What follows belongs to an exercise in optimizing a design on an open flow for small area, a short achievable clock period and few clock cycles; a production flow would make more cautious choices.
In this exercise RTL edits were held to simulation tests only and were not proved equivalent to the original.
Power and IR drop assume default switching activity.

## bnn_conv_engine
module bnn_conv_engine
#(
    parameter int                DATA_W   = 16,
    parameter int                ADDR_W   = 12,
    parameter int                NUM_FILT = 4,
    parameter logic [DATA_W-1:0] END_MARK = DATA_W'(END_MARK_DEF)
) (
    input  logic              clk,
    input  logic              reset,
    input  logic              run,
    input  logic [3:0]        cfg_thresh,
    output logic              busy,
    output logic              done,
    output logic              err,
    output logic [ADDR_W-1:0] dut_sram_read_address,
    input  logic [DATA_W-1:0] sram_dut_read_data,
    output logic [ADDR_W-1:0] dut_sram_write_address,
    output logic [DATA_W-1:0] dut_sram_write_data,
    output logic              wr_enable,
    output logic [ADDR_W-1:0] dut_wmem_read_address,
    input  logic [DATA_W-1:0] wmem_dut_read_data
);
    logic [2:0]         state_q;
    logic [1:0]         next_q;          
    logic               busy_q, done_q, err_q;
    logic               hdr_term_q;      
    logic               hdr_bad_q;       
    logic [ADDR_W-1:0]  rd_addr_q;
    logic [1:0]         wm_addr_q;       
    logic [3:0]         rows_left_q;     
    logic [3:0]         n_q;             
    logic [POP_W-1:0]   thresh_q;
    logic [DATA_W-1:0]  row_n2_q, row_n1_q, row_n_q;
    logic [WIN_W-1:0]   weight_q;
    logic               pop_vld_q;       
    logic [OUT_W-1:0]   pop_s0_q, pop_c1a_q, pop_s1b_q, pop_c2_q;
    logic               wr_en_q;
    logic [ADDR_W-1:0]  wr_addr_q;
    logic [OUT_W-1:0]   wr_data_q;
    logic [DATA_W-1:0]  rdata;
    logic               hdr_end, hdr_bad;
    logic               conv, ph2, ph3, last_row, shift;
    logic [OUT_W-1:0]   pop_s0, pop_c1a, pop_s1b, pop_c2;
    logic [OUT_W-1:0]   conv_row;
    logic [OUT_W-1:0]   col_mask;
    logic               unused_wbits;
    assign rdata        = sram_dut_read_data;
    assign hdr_end      = (rdata == END_MARK);
    assign hdr_bad      = (rdata < DATA_W'(MIN_N)) || (rdata > DATA_W'(DATA_W));
    assign unused_wbits = ^wmem_dut_read_data[DATA_W-1:WIN_W];
    assign conv     = (state_q == ST_CONV);
    assign ph2      = conv && (wm_addr_q == 2'd0);
    assign ph3      = conv && (wm_addr_q == 2'd1);
    assign last_row = (rows_left_q == 4'd3);
  ...
Settings: LEC_CHECK=0, CAP_MARGIN=20, CORE_MARGIN=2, CORE_UTILIZATION=40, SETUP_SLACK_MARGIN=4.0, SLEW_MARGIN=20; clock period 6.0 ns.
standard.sh (not shown) runs the stock make flow with config.mk's settings and CLKGATE_MAP_FILE= SYNTH_SCRIPT=/design/flow/synth_recipe.tcl, a recipe that flattens the netlist after the stock synthesis.
==> flow/flow/run.sh <==
#!/bin/bash
# Own layout flow: the standard ORFS flow (standard.sh, unchanged synthesis,
# floorplan, power grid and routing) with two changes: ports get plain buf_2
# buffers instead of the delay-cell buffers buffer_ports picks by default, and
# clock tree synthesis uses small clock buffers and inserts no dummy loads.
set -euo pipefail
export BUFFER_PORTS_ARGS="-buffer_cell sky130_fd_sc_hd__buf_2"
export CTS_ARGS="-sink_clustering_enable -repair_clock_nets -dont_use_dummy_load -buf_list {sky130_fd_sc_hd__clkbuf_4 sky130_fd_sc_hd__clkbuf_8}"
bash standard.sh > flow.log 2>&1
The baseline produced a clean layout.
Testbench counts at the start, summed over its fixed seeds: cycles 8,908.
Edit:
==> flow/flow/run.sh (replaced) <==
#!/bin/bash
set -euo pipefail
export BUFFER_PORTS_ARGS="-buffer_cell sky130_fd_sc_hd__buf_2"
export CTS_ARGS="-sink_clustering_enable -repair_clock_nets -dont_use_dummy_load -buf_list {sky130_fd_sc_hd__clkbuf_16} -root_buf sky130_fd_sc_hd__clkbuf_16 -sink_clustering_size 50 -sink_clustering_max_diameter 400"
bash standard.sh > flow.log 2>&1
Settings changed: SETUP_SLACK_MARGIN 4.0 to 3.8.
Synthesized cell count is unchanged; hold slack improved by 0.029 ns; die area does not change; setup slack stays flat; via count shrinks by about 2.6%; non-clock buffer count shrinks by 41; clock skew shrinks by 0.012 ns; sequential power is about the same; maximum frequency hardly moves; core utilization shrinks by 2.0 points; power grows by 8.8%.
Edit:
==> flow/flow/run.sh (replaced) <==
#!/bin/bash
# Own layout flow: the standard ORFS flow (standard.sh, unchanged synthesis,
# floorplan, power grid and routing) with two changes: ports get plain buf_2
# buffers instead of the delay-cell buffers buffer_ports picks by default, and
# clock tree synthesis uses small clock buffers and inserts no dummy loads.
set -euo pipefail
export BUFFER_PORTS_ARGS="-buffer_cell sky130_fd_sc_hd__buf_2"
export CTS_ARGS="-sink_clustering_enable -repair_clock_nets -dont_use_dummy_load -buf_list {sky130_fd_sc_hd__clkbuf_4 sky130_fd_sc_hd__clkbuf_8}"
bash standard.sh > flow.log 2>&1
Settings changed: SETUP_SLACK_MARGIN 3.8 to 3.7.
- die area is unchanged
- first-iteration DRC count grows by roughly a tenth
- setup slack got worse by 0.085 ns
- sequential power barely changes
- cell area drops by a few percent
- synthesized cell count is unchanged
- core utilization drops by 0.91 points
- combinational power is lower slightly
- final cell count barely changes
- routed wire length decreases slightly
- global-route usage came out lower by 0.47 points

== old ==
Another version of the RTL of bnn_conv_engine (not shown whole).
Size: ~780 cells after synthesis, roughly 120 flip-flops, about 95 I/O pins, roughly 8500 sq um of cells after synthesis.
Settings: LEC_CHECK=0, CAP_MARGIN=20, CORE_MARGIN=2, CORE_UTILIZATION=40, SETUP_SLACK_MARGIN=3.0, SLEW_MARGIN=20; clock period 6.0 ns.
run.sh (not shown) runs the stock make flow with config.mk's settings and CLKGATE_MAP_FILE= SYNTH_SCRIPT=/design/flow/synth_recipe.tcl, a recipe that flattens the netlist after the stock synthesis.
Stock flow here: none of the scripts above is used.
Testbench counts of old, summed over its fixed seeds: cycles 8,812.
### old -> new
diff --git a/flow/config.mk b/flow/config.mk
--- a/flow/config.mk
+++ b/flow/config.mk
@@ -11 +10,0 @@
-export SETUP_SLACK_MARGIN = 3.0
==> comparison <==
- Of new and old, the run reporting the higher layout-stage area growth over the synthesis result was old.
- old → new: final area shows a reduction of about 8%, maximum clock frequency shows a reduction of about 15%, logic gate share of total power shows a reduction of 3.1 points.

separate check: timing with driven ports:
No port has a modelled driver above. Below, the same layouts with a new extraction and two added sets of constraints. Step 1, drivers: a clkbuf_16 drives clk and a buf_2 each remaining input, both assumed. Step 2 adds t to the input delays and takes it off the output delays; t is the mean of the earliest and latest rising clock arrival at the registers after step 1. Input paths then give back, and output paths get back, about the clock's delay inside the block. Three values: no drivers, after step 1, after step 2; two values: the first two.
| run | t, ns | setup WS [ns] | worst setup path after step 2 | worst data-port slew with drivers (ns) | cell pins on the clock port's net |
|---|---|---|---|---|---|
| the first run of note 1 | 0.484 | 3.848 / 3.807 / 3.636 | input to register | 0.06 | 1 |
| the second run of note 1 | 0.460 | 3.848 / 3.802 / 3.513 | input to register | 0.03 | 1 |
| the third run of note 1 | 0.483 | 3.764 / 3.739 / 3.529 | input to register | 0.03 | 1 |
| old | 0.459 | 2.994 / 3.002 / 2.544 | input to register | 0.05 | 1 |
| new | 0.452 | 2.463 / 2.463 / 2.221 | input to register | 0.05 | 1 |
After both steps every run listed still meets setup and hold. The setup slack of old, which loses most, moves by +0.008 ns with the drivers and by -0.450 ns with both steps.
